Background: an optimization exercise with open tools, aiming at small area, a short achievable clock period and few clock cycles per item. Do not read the settings as production practice. Function was checked by simulation only, so behaviour that the tests miss may differ from the original. Power is estimated from default activity; no workload was simulated.

Setup of R:
==> flow/design.v <==
module note_tracker #(
  parameter int NUM_OCTAVES = 5,
  parameter int BIN_W       = 12,
  parameter int MAG_W       = 10,
  parameter int HOLD_FRAMES = 2,
  localparam int NOTES      = 12 * NUM_OCTAVES
) (
  input  logic             clk,
  input  logic             reset,
  input  logic [BIN_W-1:0] bin_addr,
  input  logic [MAG_W-1:0] bin_mag,
  input  logic             bin_we,
  input  logic             bin_last,
  input  logic [MAG_W-1:0] threshold,
  input  logic [MAG_W-1:0] hysteresis,
  input  logic             cfg_we,
  input  logic [5:0]       cfg_note,
  input  logic [BIN_W-1:0] cfg_bin,
  input  logic             cfg_en,
  output logic [3:0]       note,
  output logic [2:0]       octave,
  output logic             note_valid,
  output logic             result_strobe,
  output logic [NOTES-1:0] active_mask,
  output logic             busy,
  output logic             overrun
);
  function automatic logic mag_ge(input logic [MAG_W-1:0] a,
                                  input logic [MAG_W-1:0] b);
    logic [15:0] g, p;
    g = '0;
    p = '1;
    for (int k = 0; k < MAG_W; k++) begin
      g[k] = a[k] & ~b[k];
      p[k] = a[k] | ~b[k];
    end
    for (int w = 16; w > 1; w = w / 2)
      for (int j = 0; j < w / 2; j++) begin
        g[j] = g[2*j+1] | (p[2*j+1] & g[2*j]);
        p[j] = p[2*j+1] & p[2*j];
      end
    mag_ge = g[0] | p[0];
  endfunction
  function automatic logic [MAG_W:0] mag_add(input logic [MAG_W-1:0] a,
                                             input logic [MAG_W-1:0] b);
    logic [MAG_W-1:0] g, p, h;
    g = a & b;
    p = a ^ b;
    h = p;
    for (int d = 1; d < MAG_W; d = d * 2)
      for (int k = MAG_W - 1; k >= d; k--) begin
        g[k] = g[k] | (p[k] & g[k-d]);
        p[k] = p[k] & p[k-d];
      end
    mag_add = {g[MAG_W-1], h ^ {g[MAG_W-2:0], 1'b0}};
  endfunction
  function automatic logic add_ge(input logic [MAG_W-1:0] a,
                                  input logic [MAG_W-1:0] b,
                                  input logic [MAG_W-1:0] c);
    logic [MAG_W+1:0] x, y, g, p;
    logic [MAG_W+2:0] gg, pp;
    x  = {2'b00, a ^ b ^ ~c};
    y  = {1'b0, (a & b) | (a & ~c) | (b & ~c), 1'b0};
    g  = x & y;
    p  = x ^ y;
    gg = {g, 1'b1};               
    pp = {p, 1'b0};
    for (int d = 1; d < MAG_W + 3; d = d * 2)
      for (int k = MAG_W + 2; k >= d; k--) begin
        gg[k] = gg[k] | (pp[k] & gg[k-d]);
        pp[k] = pp[k] & pp[k-d];
      end
    add_ge = (p[MAG_W] ^ gg[MAG_W]) | (p[MAG_W+1] ^ gg[MAG_W+1]);
  endfunction
  logic reset_r;
  logic p1, pA, pB;               
  logic accept, acc_last;
  assign accept   = bin_we && !busy && !result_strobe && !reset;
  assign acc_last = accept && bin_last;
  always_ff @(posedge clk) begin
    reset_r <= reset;
    if (reset) begin
      p1 <= 1'b0; pA <= 1'b0; pB <= 1'b0;
      busy          <= 1'b0;
      result_strobe <= 1'b0;
      overrun       <= 1'b0;
    end else begin
      p1 <= acc_last;
      pA <= p1;
      pB <= pA;
      busy          <= acc_last || p1 || pA;
      result_strobe <= pB;
      if (bin_we && (busy || result_strobe)) overrun <= 1'b1;
    end
  end
  logic [MAG_W:0]   t_nh;
  assign t_nh = mag_add(threshold, ~hysteresis);
  logic             v;            
  logic [BIN_W-1:0] addr_r;
  logic [MAG_W-1:0] X;            
  logic [MAG_W-1:0] mag_r;        
  logic [MAG_W-1:0] mag_r2;       
  logic             m_gt_t;       
  logic             m_ge_r;       
  logic             rz_r;         
  logic [NUM_OCTAVES-1:0] cwe_g;  
  logic [11:0]      cwe_k;        
  logic             cen_r;
  logic [BIN_W-1:0] cbin_r;
  always_ff @(posedge clk) begin
    v      <= accept;
    addr_r <= bin_addr;
    mag_r  <= bin_mag;
    mag_r2 <= (reset || pB) ? '0 : mag_r;
    m_gt_t <= !mag_ge(threshold, bin_mag);
    m_ge_r <= add_ge(bin_mag, hysteresis, threshold);
    rz_r   <= !t_nh[MAG_W];
    if (p1)            X <= threshold;
    else if (bin_last) X <= t_nh[MAG_W-1:0];
    else               X <= bin_mag;
    for (int g = 0; g < NUM_OCTAVES; g++)
      cwe_g[g] <= cfg_we && !reset && cfg_note >= 6'(12 * g)
                  && cfg_note < 6'(12 * g + 12);
    for (int k = 0; k < 12; k++)
      cwe_k[k] <= (cfg_note % 6'd12) == 6'(k);
    cen_r  <= cfg_en;
    cbin_r <= cfg_bin;
  end
  logic             tbl_en  [NOTES];
  logic [BIN_W-1:0] tbl_bin [NOTES];
  logic [MAG_W-1:0] peak    [NOTES];
  logic [NOTES-1:0] c1;
  logic [NOTES-1:0] upd_r, ge, match;
  logic             ge_fwd;       
  logic             clr;
  assign ge_fwd  = mag_ge(X, mag_r2);
  assign clr     = reset_r || result_strobe;
  always_comb
    for (int i = 0; i < NOTES; i++) begin
      match[i] = v && tbl_en[i] && tbl_bin[i] == addr_r;
      ge[i]    = upd_r[i] ? ge_fwd : mag_ge(X, peak[i]);
    end
  always_ff @(posedge clk) begin
    for (int i = 0; i < NOTES; i++) begin
      if (reset_r)
        tbl_en[i] <= 1'b0;
      else if (cwe_g[i / 12] && cwe_k[i % 12])
        tbl_en[i] <= cen_r;
      if (cwe_g[i / 12] && cwe_k[i % 12])
        tbl_bin[i] <= cbin_r;
      if (clr || (upd_r[i] && !pB))
        peak[i] <= mag_r2;
      upd_r[i] <= pA ? ge[i] : (match[i] && (p1 ? m_gt_t : ge[i]));
    end
  end
  logic [NOTES-1:0] a_new;
  always_comb
    for (int i = 0; i < NOTES; i++)
      a_new[i] = !upd_r[i] ? (active_mask[i] || c1[i])
                           : (active_mask[i] && !c1[i]);
  always_ff @(posedge clk) begin
    for (int i = 0; i < NOTES; i++) begin
      logic ltr;
      ltr = ge[i] && !rz_r && !(match[i] && m_ge_r);
      if (reset_r)
        c1[i] <= 1'b0;
      else if (p1)
        c1[i] <= active_mask[i] ? ltr : (c1[i] && !ltr);
      else if (pB)
        c1[i] <= !upd_r[i] && !active_mask[i] && !c1[i];
    end
    if (reset)
      active_mask <= '0;
    else if (pB)
      active_mask <= a_new;
  end
  logic [NUM_OCTAVES-1:0] grp_any;
  logic [3:0] grp_pc [NUM_OCTAVES];
  logic [3:0] enc_pc;
  logic [2:0] enc_oc;
  always_comb begin
    for (int g = 0; g < NUM_OCTAVES; g++) begin
      grp_any[g] = |a_new[12*g +: 12];
      grp_pc[g]  = 4'd0;
      for (int k = 11; k >= 0; k--)
        if (a_new[12*g + k]) grp_pc[g] = 4'(k + 1);
    end
    enc_pc = 4'd0;
    enc_oc = 3'd0;
    for (int g = NUM_OCTAVES - 1; g >= 0; g--)
      if (grp_any[g]) begin
        enc_pc = grp_pc[g];
        enc_oc = 3'(g + 1);
      end
  end
  always_ff @(posedge clk) begin
    if (reset) begin
      note       <= '0;
      octave     <= '0;
      note_valid <= 1'b0;
    end else if (pB) begin
      note       <= enc_pc;
      octave     <= enc_oc;
      note_valid <= |grp_any;
    end
  end
endmodule
Settings: LEC_CHECK=0, ABC_AREA=1, CAP_MARGIN=20, CORE_MARGIN=2, CORE_UTILIZATION=65, CTS_CLUSTER_DIAMETER=90, CTS_CLUSTER_SIZE=25, PLACE_DENSITY=0.72, SETUP_SLACK_MARGIN=4.25, SLEW_MARGIN=20, BUFFER_PORTS_ARGS=-buffer_cell sky130_fd_sc_hd__buf_4; clock period 7.0 ns.
standard.sh (not shown) runs the stock make flow with config.mk's settings and CLKGATE_MAP_FILE= SYNTH_SCRIPT=/design/flow/synth_recipe.tcl, a recipe that flattens the netlist after the stock synthesis.
==> flow/flow/run.sh <==
#!/bin/bash
# Layout flow: the standard flow (standard.sh), with one change: the
# buffers that buffer_ports puts on every input and output port are
# sky130_fd_sc_hd__buf_4 instead of the default (a slow delay buffer).
set -e
cp standard.sh standard_sh_copy.txt
for f in config.mk "$FLOW_CONFIG"; do
  if [ -f "$f" ] && ! grep -q BUFFER_PORTS_ARGS "$f"; then
    echo 'export BUFFER_PORTS_ARGS = -buffer_cell sky130_fd_sc_hd__buf_4' >> "$f"
  fi
done
bash standard.sh > standard.log 2>&1
Testbench counts of R, summed over its fixed seeds: cycles 19,473, frames 320.
Changes in T relative to R:
-- flow/design.v --
<<< R, line 55
    mag_add = {g[MAG_W-1], h ^ {g[MAG_W-2:0], 1'b0}};
  endfunction
  function automatic logic add_ge(input logic [MAG_W-1:0] a,
                                  input logic [MAG_W-1:0] b,
                                  input logic [MAG_W-1:0] c);
    logic [MAG_W+1:0] x, y, g, p;
    logic [MAG_W+2:0] gg, pp;
    x  = {2'b00, a ^ b ^ ~c};
    y  = {1'b0, (a & b) | (a & ~c) | (b & ~c), 1'b0};
    g  = x & y;
    p  = x ^ y;
    gg = {g, 1'b1};               
    pp = {p, 1'b0};
    for (int d = 1; d < MAG_W + 3; d = d * 2)
      for (int k = MAG_W + 2; k >= d; k--) begin
        gg[k] = gg[k] | (pp[k] & gg[k-d]);
        pp[k] = pp[k] & pp[k-d];
      end
    add_ge = (p[MAG_W] ^ gg[MAG_W]) | (p[MAG_W+1] ^ gg[MAG_W+1]);
  endfunction
  logic reset_r;
  logic p1, pA, pB;               
>>> T, line 55
    mag_add = {g[MAG_W-1], h ^ {g[MAG_W-2:0], 1'b0}};
  endfunction
  logic reset_r;
  logic p1, pA, pB;               
<<< R, line 102
  logic [MAG_W-1:0] mag_r2;       
  logic             m_gt_t;       
  logic             m_ge_r;       
  logic             rz_r;         
  logic [NUM_OCTAVES-1:0] cwe_g;  
>>> T, line 84
  logic [MAG_W-1:0] mag_r2;       
  logic             m_gt_t;       
  logic             rz_r;         
  logic [NUM_OCTAVES-1:0] cwe_g;  
<<< R, line 112
    addr_r <= bin_addr;
    mag_r  <= bin_mag;
    mag_r2 <= (reset || pB) ? '0 : mag_r;
    m_gt_t <= !mag_ge(threshold, bin_mag);
    m_ge_r <= add_ge(bin_mag, hysteresis, threshold);
    rz_r   <= !t_nh[MAG_W];
    if (p1)            X <= threshold;
>>> T, line 93
    addr_r <= bin_addr;
    mag_r  <= bin_mag;
    mag_r2 <= mag_r;
    m_gt_t <= !mag_ge(threshold, bin_mag);
    rz_r   <= !t_nh[MAG_W];
    if (p1)            X <= threshold;
<<< R, line 133
  logic [NOTES-1:0] upd_r, ge, match;
  logic             ge_fwd;       
  logic             clr;
  assign ge_fwd  = mag_ge(X, mag_r2);
  assign clr     = reset_r || result_strobe;
  always_comb
    for (int i = 0; i < NOTES; i++) begin
>>> T, line 113
  logic [NOTES-1:0] upd_r, ge, match;
  logic             ge_fwd;       
  logic             ge_last;      
  logic             clr;
  logic [MAG_W-1:0] wr_mag;
  assign ge_fwd  = mag_ge(X, mag_r2);
  assign ge_last = mag_ge(X, mag_r);
  assign clr     = reset_r || result_strobe;
  assign wr_mag  = clr ? '0 : mag_r2;
  always_comb
    for (int i = 0; i < NOTES; i++) begin
<<< R, line 150
        tbl_bin[i] <= cbin_r;
      if (clr || (upd_r[i] && !pB))
        peak[i] <= mag_r2;
      upd_r[i] <= pA ? ge[i] : (match[i] && (p1 ? m_gt_t : ge[i]));
    end
>>> T, line 134
        tbl_bin[i] <= cbin_r;
      if (clr || (upd_r[i] && !pB))
        peak[i] <= wr_mag;
      upd_r[i] <= pA ? ge[i] : (match[i] && (p1 ? m_gt_t : ge[i]));
    end
<<< R, line 162
    for (int i = 0; i < NOTES; i++) begin
      logic ltr;
      ltr = ge[i] && !rz_r && !(match[i] && m_ge_r);
      if (reset_r)
        c1[i] <= 1'b0;
>>> T, line 146
    for (int i = 0; i < NOTES; i++) begin
      logic ltr;
      ltr = ge[i] && !rz_r && !(match[i] && !ge_last);
      if (reset_r)
        c1[i] <= 1'b0;
T: worst hold slack lower than R. Re total clock buffers created by CTS: no difference whatsoever between T and R. Side by side, logic depth of the worst setup path including buffers turned out higher in T than in R. Looking only at area taken by multi-input logic gates, and setting everything else aside, the lower value of T and R goes to T. T ended up with a higher total setup buffers inserted after CTS than R did. Summary of T over R: starting utilization of the core area was more or less identical; total power went up by 0.55%.
Testbench counts of T, summed over its fixed seeds: cycles 19,473, frames 320.

## re-timing with driven ports
The results above use ideal ports. As a check the final layouts listed here were re-extracted and re-timed, cells and wires unchanged. Step 1 (the two cells are an assumption about what drives the block):
set clk [get_ports {clk}]
set_driving_cell -lib_cell sky130_fd_sc_hd__clkbuf_16 $clk
set_driving_cell -lib_cell sky130_fd_sc_hd__buf_2 [delete_from_list [all_inputs] $clk]
Step 2 adds t to the input delays and takes it off the output delays; t is the mean of the earliest and latest rising clock arrival at the registers after step 1. Input paths then give back, and output paths get back, about the clock's delay inside the block. Three values: ideal ports, drivers, drivers and shift; two values: the first two.
run | shift t [ns] | slack for setup (ns) | worst setup path at the end | clock arrival spread, ns | worst data-port slew with drivers (ns)
R | 0.778 | 4.253 / 4.171 / 3.576 | input to register | 0.049 / 0.049 | 0.17
T | 0.776 | 3.759 / 3.759 / 3.542 | input to register | 0.045 / 0.045 | 0.10
After both steps every run listed still meets setup and hold. The setup slack of R, which loses most, moves by -0.082 ns with the drivers and by -0.677 ns with both steps.
